From an optimization exercise on the open Yosys and OpenROAD flow, aimed at small area, a short achievable clock period and few clock cycles per item; shortcuts taken in it are not production practice.
Only simulation tests tie the RTL to the original design; equivalence was not proved.
No activity file was given, so power comes from the tool's default toggle rates.

==> flow/design.v <==
`default_nettype none
package bdq_pkg;
   localparam int DEPTH = 16;
   localparam int IDX_W = $clog2(DEPTH);
   localparam int CNT_W = $clog2(DEPTH + 1);
   localparam int WORD_W = 32;
   localparam int KEY_W = WORD_W + 2;
   typedef logic signed [WORD_W-1:0] word_type;
   typedef enum logic [2:0] {
      OP_PUSH_TAIL = 3'd0,
      OP_PUSH_HEAD = 3'd1,
      OP_INSERT_AT = 3'd2,
      OP_POP_TAIL  = 3'd3,
      OP_POP_HEAD  = 3'd4,
      OP_DELETE_AT = 3'd5,
      OP_FIND_MIN  = 3'd6
   } op_type;
   typedef enum logic [1:0] {
      ST_OK    = 2'd0,
      ST_FULL  = 2'd1,
      ST_EMPTY = 2'd2,
      ST_POS   = 2'd3
   } status_type;
   typedef struct packed {
      op_type           operation;
      word_type         data_value;
      logic [CNT_W-1:0] position;
   } req_type;
   typedef struct packed {
      word_type         result_value;
      logic [IDX_W-1:0] result_position;
      logic [CNT_W-1:0] entry_count;
      logic             is_empty;
      status_type       status;
   } rsp_type;
   typedef struct packed {
      logic             do_ins;      
      logic             do_del;      
      logic             do_min;      
      logic [IDX_W-1:0] ins_pos;     
      logic [IDX_W-1:0] del_pos;     
   } ctl_cmd_type;
   typedef struct packed {
      logic             valid;
      logic [CNT_W-1:0] entry_count;
      status_type       status;
   } rsp_meta_type;
endpackage
`default_nettype wire
`default_nettype none
import bdq_pkg::*;
module bdq_ctrl
(
   input  wire logic          clock,
   input  wire logic          reset,
   input  wire logic          start,
   input  wire bdq_pkg::req_type req_data,
   output bdq_pkg::ctl_cmd_type cmd,
   output bdq_pkg::rsp_meta_type meta,
   output logic [IDX_W-1:0]   gm1,
   output logic [CNT_W-1:0]   count,
   output logic               busy
);
   logic [IDX_W-1:0] gm1_ff;
   logic [CNT_W-1:0] count_ff;
   logic             accept;
   logic             is_full;
   logic             is_none;
   logic             ins_ok;
   logic             del_ok;
   logic             min_ok;
   logic [CNT_W-1:0] ins_pos;
   logic [CNT_W-1:0] del_pos;
   bdq_pkg::status_type op_status;
   logic [CNT_W-1:0] count_in;
   assign accept = start && !reset;
   always_comb begin
      is_full   = count_ff[CNT_W-1];
      is_none   = (count_ff == '0);
      ins_ok    = 1'b0;
      del_ok    = 1'b0;
      min_ok    = 1'b0;
      ins_pos   = req_data.position;
      del_pos   = req_data.position;
      op_status = ST_OK;
      case (req_data.operation)
         OP_PUSH_TAIL, OP_PUSH_HEAD, OP_INSERT_AT: begin
            if (req_data.operation == OP_PUSH_TAIL) begin
               ins_pos = count_ff;
            end else if (req_data.operation == OP_PUSH_HEAD) begin
               ins_pos = '0;
            end
            if (is_full) begin
               op_status = ST_FULL;
            end else if (req_data.operation == OP_INSERT_AT &&
                         req_data.position > count_ff) begin
               op_status = ST_POS;
            end else begin
               ins_ok = 1'b1;
            end
         end
         OP_POP_TAIL, OP_POP_HEAD, OP_DELETE_AT: begin
            if (req_data.operation == OP_POP_TAIL) begin
               del_pos = count_ff - CNT_W'(1);
            end else if (req_data.operation == OP_POP_HEAD) begin
               del_pos = '0;
            end
            if (is_none) begin
               op_status = ST_EMPTY;
            end else if (req_data.operation == OP_DELETE_AT &&
                         req_data.position >= count_ff) begin
               op_status = ST_POS;
            end else begin
               del_ok = 1'b1;
            end
         end
         OP_FIND_MIN: begin
            if (is_none) begin
               op_status = ST_EMPTY;
            end else begin
               min_ok = 1'b1;
            end
         end
         default: begin
            op_status = ST_OK;
         end
      endcase
   end
   assign cmd.do_ins  = accept && ins_ok;
   assign cmd.do_del  = accept && del_ok;
   assign cmd.do_min  = min_ok;
   assign cmd.ins_pos = ins_pos[IDX_W-1:0];
   assign cmd.del_pos = del_pos[IDX_W-1:0];
   always_comb begin
      count_in = count_ff;
      if (ins_ok) begin
         count_in = count_ff + CNT_W'(1);
      end else if (del_ok) begin
         count_in = count_ff - CNT_W'(1);
      end
   end
   assign meta.valid       = accept;
   assign meta.entry_count = count_in;
   assign meta.status      = op_status;
   always_ff @(posedge clock) begin
      if (reset) begin
         count_ff <= '0;
         gm1_ff   <= '1;
      end else if (accept) begin
         count_ff <= count_in;
         if (ins_ok) begin
            gm1_ff <= gm1_ff - IDX_W'(1);
         end
      end
   end
   assign gm1   = gm1_ff;
   assign count = count_ff;
   assign busy  = 1'b0;
endmodule
`default_nettype wire
`default_nettype none
import bdq_pkg::*;
module bdq_datapath
(
   input  wire logic        clock,
   input  wire logic        reset,
   input  wire bdq_pkg::req_type req_data,
   input  wire bdq_pkg::ctl_cmd_type cmd,
   input  wire bdq_pkg::rsp_meta_type meta,
   input  wire logic [IDX_W-1:0] gm1,
   input  wire logic [CNT_W-1:0] count,
   output logic             rsp_strobe,
   output bdq_pkg::rsp_type rsp_data
);
   bdq_pkg::word_type cells_ff [DEPTH];
   for (genvar g = 0; g < DEPTH; g++) begin : g_cell
      localparam int NEXT = (g + 1) % DEPTH;
      logic [IDX_W-1:0] j;
      logic             take_next;
      logic             take_new;
      assign j = IDX_W'(g) - gm1;
      assign take_next = (cmd.do_ins && (j < cmd.ins_pos)) ||
                         (cmd.do_del && ((j == '0) || (j > cmd.del_pos)));
      assign take_new  = cmd.do_ins && (j == cmd.ins_pos);
      always_ff @(posedge clock) begin
         if (take_next) begin
            cells_ff[g] <= cells_ff[NEXT];
         end else if (take_new) begin
            cells_ff[g] <= req_data.data_value;
         end
      end
   end
   logic [IDX_W-1:0] del_slot;
   logic [IDX_W-1:0] head;
   logic             force_sel;
   assign head      = gm1 + IDX_W'(1);
   assign del_slot  = head + cmd.del_pos;
   assign force_sel = !cmd.do_min;
   logic [KEY_W-1:0] leaf [DEPTH];
   for (genvar g = 0; g < DEPTH; g++) begin : g_leaf
      logic [IDX_W-1:0] i;
      assign i = IDX_W'(g) - head;
      assign leaf[g] = {!(CNT_W'(i) < count), !cells_ff[g][WORD_W-1],
                        cells_ff[g][WORD_W-2:0], (IDX_W'(g) < head)};
   end
   logic [KEY_W-1:0] l1_key [8];
   logic             l1_sel [8];
   for (genvar k = 0; k < 8; k++) begin : g_l1
      assign l1_sel[k] = force_sel ? del_slot[0] : (leaf[2*k+1] < leaf[2*k]);
      assign l1_key[k] = l1_sel[k] ? leaf[2*k+1] : leaf[2*k];
   end
   logic [KEY_W-1:0] l2_key [4];
   logic [1:0]       l2_idx [4];
   for (genvar k = 0; k < 4; k++) begin : g_l2
      logic sel;
      assign sel = force_sel ? del_slot[1] : (l1_key[2*k+1] < l1_key[2*k]);
      assign l2_key[k] = sel ? l1_key[2*k+1] : l1_key[2*k];
      assign l2_idx[k] = sel ? {1'b1, l1_sel[2*k+1]} : {1'b0, l1_sel[2*k]};
   end
   logic [KEY_W-1:0]     s2_key [4];
   logic [1:0]           s2_idx [4];
   logic                 s2_min;
   logic                 s2_del;
   logic [1:0]           s2_slot_hi;
   logic [IDX_W-1:0]     s2_del_pos;
   logic [IDX_W-1:0]     s2_head;
   bdq_pkg::rsp_meta_type s2_meta;
   always_ff @(posedge clock) begin
      for (int k = 0; k < 4; k++) begin
         s2_key[k] <= l2_key[k];
         s2_idx[k] <= l2_idx[k];
      end
      s2_min     <= cmd.do_min;
      s2_del     <= cmd.do_del;
      s2_slot_hi <= del_slot[3:2];
      s2_del_pos <= cmd.del_pos;
      s2_head    <= head;
      s2_meta    <= meta;
   end
   logic [KEY_W-1:0] l3_key [2];
   logic [2:0]       l3_idx [2];
   for (genvar k = 0; k < 2; k++) begin : g_l3
      logic sel;
      assign sel = s2_min ? (s2_key[2*k+1] < s2_key[2*k]) : s2_slot_hi[0];
      assign l3_key[k] = sel ? s2_key[2*k+1] : s2_key[2*k];
      assign l3_idx[k] = sel ? {1'b1, s2_idx[2*k+1]} : {1'b0, s2_idx[2*k]};
   end
   logic             l4_sel;
   logic [KEY_W-1:0] l4_key;
   logic [IDX_W-1:0] l4_slot;
   assign l4_sel  = s2_min ? (l3_key[1] < l3_key[0]) : s2_slot_hi[1];
   assign l4_key  = l4_sel ? l3_key[1] : l3_key[0];
   assign l4_slot = l4_sel ? {1'b1, l3_idx[1]} : {1'b0, l3_idx[0]};
   bdq_pkg::rsp_type rsp_in;
   logic             strobe_ff;
   bdq_pkg::rsp_type rsp_ff;
   always_comb begin
      rsp_in.result_value    = '0;
      rsp_in.result_position = '0;
      if (s2_min || s2_del) begin
         rsp_in.result_value = {!l4_key[KEY_W-2], l4_key[KEY_W-3:1]};
      end
      if (s2_min) begin
         rsp_in.result_position = l4_slot - s2_head;
      end else if (s2_del) begin
         rsp_in.result_position = s2_del_pos;
      end
      rsp_in.entry_count = s2_meta.entry_count;
      rsp_in.is_empty    = (s2_meta.entry_count == '0);
      rsp_in.status      = s2_meta.status;
   end
   always_ff @(posedge clock) begin
      rsp_ff <= rsp_in;
   end
   logic s2_valid;
   always_ff @(posedge clock) begin
      if (reset) begin
         s2_valid  <= 1'b0;
         strobe_ff <= 1'b0;
      end else begin
         s2_valid  <= meta.valid;
         strobe_ff <= s2_valid;
      end
   end
   assign rsp_strobe = strobe_ff;
   assign rsp_data   = rsp_ff;
endmodule
`default_nettype wire
`default_nettype none
import bdq_pkg::*;
module bounded_deque_with_positional_ops
(
   input  wire logic    clock,
   input  wire logic    reset,
   input  wire logic    start,
   output logic         busy,
   input  wire logic [39:0] req_data,
   output logic         rsp_strobe,
   output logic [43:0] rsp_data
);
   bdq_pkg::ctl_cmd_type  cmd;
   bdq_pkg::rsp_meta_type meta;
   bdq_pkg::req_type      req_word;
   bdq_pkg::rsp_type      rsp_word;
   logic [IDX_W-1:0]      gm1;
   logic [CNT_W-1:0]      count;
   assign req_word = bdq_pkg::req_type'(req_data);
   assign rsp_data = rsp_word;
   bdq_ctrl u_ctrl (
      .clock    (clock),
      .reset    (reset),
      .start    (start),
      .req_data (req_word),
      .cmd      (cmd),
      .meta     (meta),
      .gm1      (gm1),
      .count    (count),
      .busy     (busy)
   );
   bdq_datapath u_datapath (
      .clock      (clock),
      .reset      (reset),
      .req_data   (req_word),
      .cmd        (cmd),
      .meta       (meta),
      .gm1        (gm1),
      .count      (count),
      .rsp_strobe (rsp_strobe),
      .rsp_data   (rsp_word)
   );
endmodule
`default_nettype wire
==> flow/run.sh <==
#!/bin/bash
# synth_recipe.tcl (not shown) runs the flow's synth.tcl, then flattens the netlist and writes it again
# the make line also repeats each setting of config.mk as NAME=value (left out here)
make -C /OpenROAD-flow-scripts/flow DESIGN_CONFIG=/design/flow/config.mk WORK_HOME=/design/flow/orfs CLKGATE_MAP_FILE= SYNTH_SCRIPT=/design/flow/synth_recipe.tcl finish
==> flow/config.mk <==
export PLATFORM = sky130hd
export DESIGN_NAME = bounded_deque_with_positional_ops
export DESIGN_NICKNAME = bounded_deque_with_positional_ops
export VERILOG_FILES = /design/flow/design.v
export SDC_FILE = /design/flow/constraint.sdc
export NUM_CORES = 4
export LEC_CHECK = 0
export CAP_MARGIN = 20
export CORE_MARGIN = 2
export CORE_UTILIZATION = 40
export PLACE_DENSITY = 0.6
export SLEW_MARGIN = 20
==> flow/constraint.sdc <==
create_clock -name core_clock -period 6.0 [get_ports {clock}]
set_input_delay 1.2000 -clock core_clock [delete_from_list [all_inputs] [get_ports {clock}]]
set_output_delay 1.2000 -clock core_clock [all_outputs]
set_load 0.01 [all_outputs]
==> metrics.csv <==
stage,metric,value,unit
yosys,synth-edff-count,512,
clock_tree,cts_hold_buf,0,
place,dp_slack,-1130,ps
layout,area_growth,33.0,%
route,wirelength,171,mm
yosys,seq_area_frac_synth,40.9,%
yosys,synthMuxAreaShare,19.2,%
worst_setup_path,end_kind,flop,
yosys,synth_top_cell_area_share,31.9,%
global_route,grt_max_degree,36,
yosys,synth_xor_area_share,0.524,%
yosys,ys_warn_count,12,
worst_setup_path,cp_slowest_stage_delay,620,ps
yosys,synthSimpleGateAreaFrac,6.65,%
run,maxCapViolCount,0,
timing,skew,25.9,ps
yosys,synth.distinct_cells,80,
die,ios,89,
layout,drive_gt1_share,36.8,%
timing,tightest_slew,1090,ps
yosys,synth_top_area_cell,edfxtp_1,
global_route,grt_usage,27.3,%
clock_tree,clk_transition_reported_paths,60,ps
clock_tree,clk_path_buf_depth,3,
yosys,postSynthAreaPerCell,10.8,um2
timing,setup_ws,-400,ps
worst_setup_path,critPathSlowestCell,a21oi_4,
timing,rsz0062_at_grt,true,
worst_setup_path,cp_common_cell,a21o_1,
timing,worst_slew_margin_rel,26.9,%
status,so_faults,negative setup slack,
die,die_h,351,um
yosys,synth-async-reset-ratio,0,%
route,vias,38700,
timing,setup_violations,143,
yosys,ys_top_cells_by_area,"edfxtp_1 (32%), ha_1 (16%), mux2_2 (12%), dfxtp_1 (9.0%), mux2i_1 (7.1%)",
clock_tree,clock_sinks,730,
yosys,netlist_area,48200,um2
timing,timing.final.crit_share,107,%
worst_setup_path,path_max_fanout,8,
worst_setup_path,critPathArrivalTime,6960,ps
clock_tree,cts_tree,yes,
yosys,synth_nets,5122,
route,drt_iter0_drc,2958,
timing,finalMaxSlewViolations,0,
worst_setup_path,worst_setup_path_start_kind,flop,
clock_tree,cts_max_level,3,
die,start_util,40.3,%
status,status,finished with violations,
pwr,power.leakage,28.1,nW
yosys,synth-main-ff-cell,edfxtp_1,
global_route,grt_antenna_before_repair,5,
place,gp_congestion,0.948,
worst_setup_path,crit_type,flop to flop,
pwr,peakVddDrop,0.277,mV
place,place_area,56600,um2
die,coreArea,120000,um2
timing,fmax,0.156,GHz
global_route,grt_pass1_wl,250,mm
die,die_area,123000,um2
worst_hold_path,hold_depth,0,
worst_setup_path,cp.required,6560,ps
route,drtAntennaViolNets,0,
worst_hold_path,min_path_type,flop to flop,
layout,fin_area,64200,um2
worst_setup_path,rr_worst_depth,29,
route,wl_per_cell,24.5,um
timing,period_needed,6400,ps
die,num_rows,127,
yosys,netlist_instances,4464,
clock_tree,cts-root-buf,clkbuf_16,
route,drc_errors,0,
place,portBuffers,87,
yosys,synth-adder-area-share,16.0,%
place,dp_hpwl,127,mm
clock_tree,insertion_delay,690,ps
pwr,total_power,26.5,mW
route,drtPass1Iterations,5,
yosys,synth_compound_area_share,10.7,%
yosys,synth_top_family_by_area,multiplexers,
global_route,grt_pass1_vias,38500,
yosys,ys_ff_latch,730,
clock_tree,numCtsBuffers,87,
die,die_w,351,um
layout,nNetsFinal,5975,
global_route,grt-ovfl-total,0,
timing,hold_viol,0,
pwr,power_density,412,nW/um2
route,viasPerCell,5.52,
## kinds of logic (layout without fill, tap and decap cells)
kind of cell    after synthesis  in the layout
simple gates                671            672
buf+inv                     723           1650
flops                       730            730
mux                         860            860
compound gates              836            836
fa+ha+maj                   615            615
other cells                   1              3
xor+xnor                     28             28
## metal layers
metal,share of wire (%),vias to the layer above,GRT usage (%)
met2,46,1190,44.9
met5,0,-,0
li1,-,18000,-
met4,5.1,0,12.0
met3,5.3,327,3.36
met1,43,19100,36.0
## stage by stage
stage | cells | util [%] | hold WS [ps] | TNS, ps
6_report | 7006 | 53.6 | 332 | -31570
5_1_grt | 7004 | 53.6 | 337 | -57330
4_1_cts | 6959 | 52.3 | 336 | -16050
3_5_place_dp | 6720 | 47.2 | 321 | -94260
3_3_place_gp | 6720 | 47.2 | 314 | -85320
2_1_floorplan | 4464 | - | 310 | -16990
## flip-flops by register name, summed over array words and instances (netlist names), 2 cells and up
name                   cells
u_datapath.s2_slot_hi      2
u_datapath.rsp_ff         44
u_datapath.s2_idx          8
u_ctrl.gm1_ff              4
u_ctrl.count_ff            5
u_datapath.s2_meta         7
u_datapath.s2_head         4
u_datapath.s2_del_pos      4
u_datapath.cells_ff      512
u_datapath.s2_key        136
## area by class of cell
| type | instances | area (um2) |
|---|---|---|
| clock inverters | 37 | 355 |
| flip-flops and latches | 730 | 19800 |
| clock buffers | 127 | 2790 |
| fillers | 10400 | 55600 |
| multi-input cells | 3012 | 28600 |
| diodes | 2 | 5.00 |
| repair buffers | 949 | 8580 |
| inverters | 537 | 2030 |
| well taps | 1612 | 2020 |
## repair_timing
| item | CTS | global route |
|---|---|---|
| gates cloned | 16 | 5 |
| endpoints found under the setup margin | 180 | 153 |
| resized for setup | 392 | 260 |
| pin swaps | 128 | 104 |
| buffers inserted | 99 | 58 |
## worst max-delay path, delay by kind of cell, from the launching register on
| kind | cells | cell delay (ps) |
|---|---|---|
| compound gates | 11 | 2660 |
| mux | 2 | 550 |
| flops | 1 | 380 |
| buf+inv | 6 | 860 |
| fa+ha+maj | 4 | 1100 |
| simple gates | 6 | 730 |
## synth_stat cells, drive strengths merged (12+ instances only)
library cell	n
ha	614
inv	535
mux2	520
edfxtp	512
a21oi	359
mux2i	340
nor2	230
dfxtp	218
nand2	166
o21ai	140
a21o	100
buf	98
clkbuf	88
nand4	79
a211oi	63
nor3	40
nand3	39
nor2b	27
xnor2	23
a31oi	18
a41oi	16
o21a	15
a2111oi	14
and4	14
nand2b	13
nor4	13
a211o	12
o21bai	12
## where the power goes
| group | switching, mW | total (mW) | internal [mW] |
|---|---|---|---|
| clock | 2.35 | 5.74 | 3.39 |
| sequential | 0.631 | 6.96 | 6.33 |
| combinational | 6.93 | 13.8 | 6.83 |
## cell usage in the layout, fill, tap and decap left out, drive strengths merged, types with 40 or more instances in the layout
| master | instances |
|---|---|
| buf | 855 |
| ha | 614 |
| inv | 540 |
| mux2 | 520 |
| edfxtp | 512 |
| a21oi | 359 |
| mux2i | 340 |
| nor2 | 230 |
| dfxtp | 218 |
| nand2 | 166 |
| o21ai | 140 |
| clkbuf | 132 |
| a21o | 100 |
| clkdlybuf4s50 | 87 |
| nand4 | 79 |
| a211oi | 63 |
| nor3 | 40 |
## worst paths after layout
check / startpoint / endpoint / slack (ps)
min: u_datapath.s2_meta[1] / u_datapath.rsp_ff[1] / 330
min reg2reg: u_datapath.s2_meta[1] / u_datapath.rsp_ff[1] / 330
max reg2reg: u_ctrl.gm1_ff[0] / u_datapath.s2_key[2][32] / -400
max: u_ctrl.gm1_ff[0] / u_datapath.s2_key[2][32] / -400
Testbench counts, summed over its fixed seeds: cycles 8,016, items 8,000.

==> separate check: timing with driven ports <==
How much do the figures lean on ideal ports? The routed layout below was timed once more, with nothing changed but the port constraints.
Step 1 (the two cells are an assumption about what drives the block):
set clk [get_ports {clock}]
set_driving_cell -lib_cell sky130_fd_sc_hd__clkbuf_16 $clk
set_driving_cell -lib_cell sky130_fd_sc_hd__buf_2 [delete_from_list [all_inputs] $clk]
Step 2 adds t to the input delays and takes it off the output delays; t is the mean of the earliest and latest rising clock arrival at the registers after step 1. Input paths then give back, and output paths get back, about the clock's delay inside the block.
Three values: ideal ports, drivers, drivers and shift; two values: the first two.
t, ns: 0.756
setup WS [ns]: -0.400 / -0.400 / -0.928
latest minus earliest clock arrival (ns): 0.027 / 0.026
The setup slack of this run moves by 0.000 ns with the drivers and by -0.528 ns with both steps.
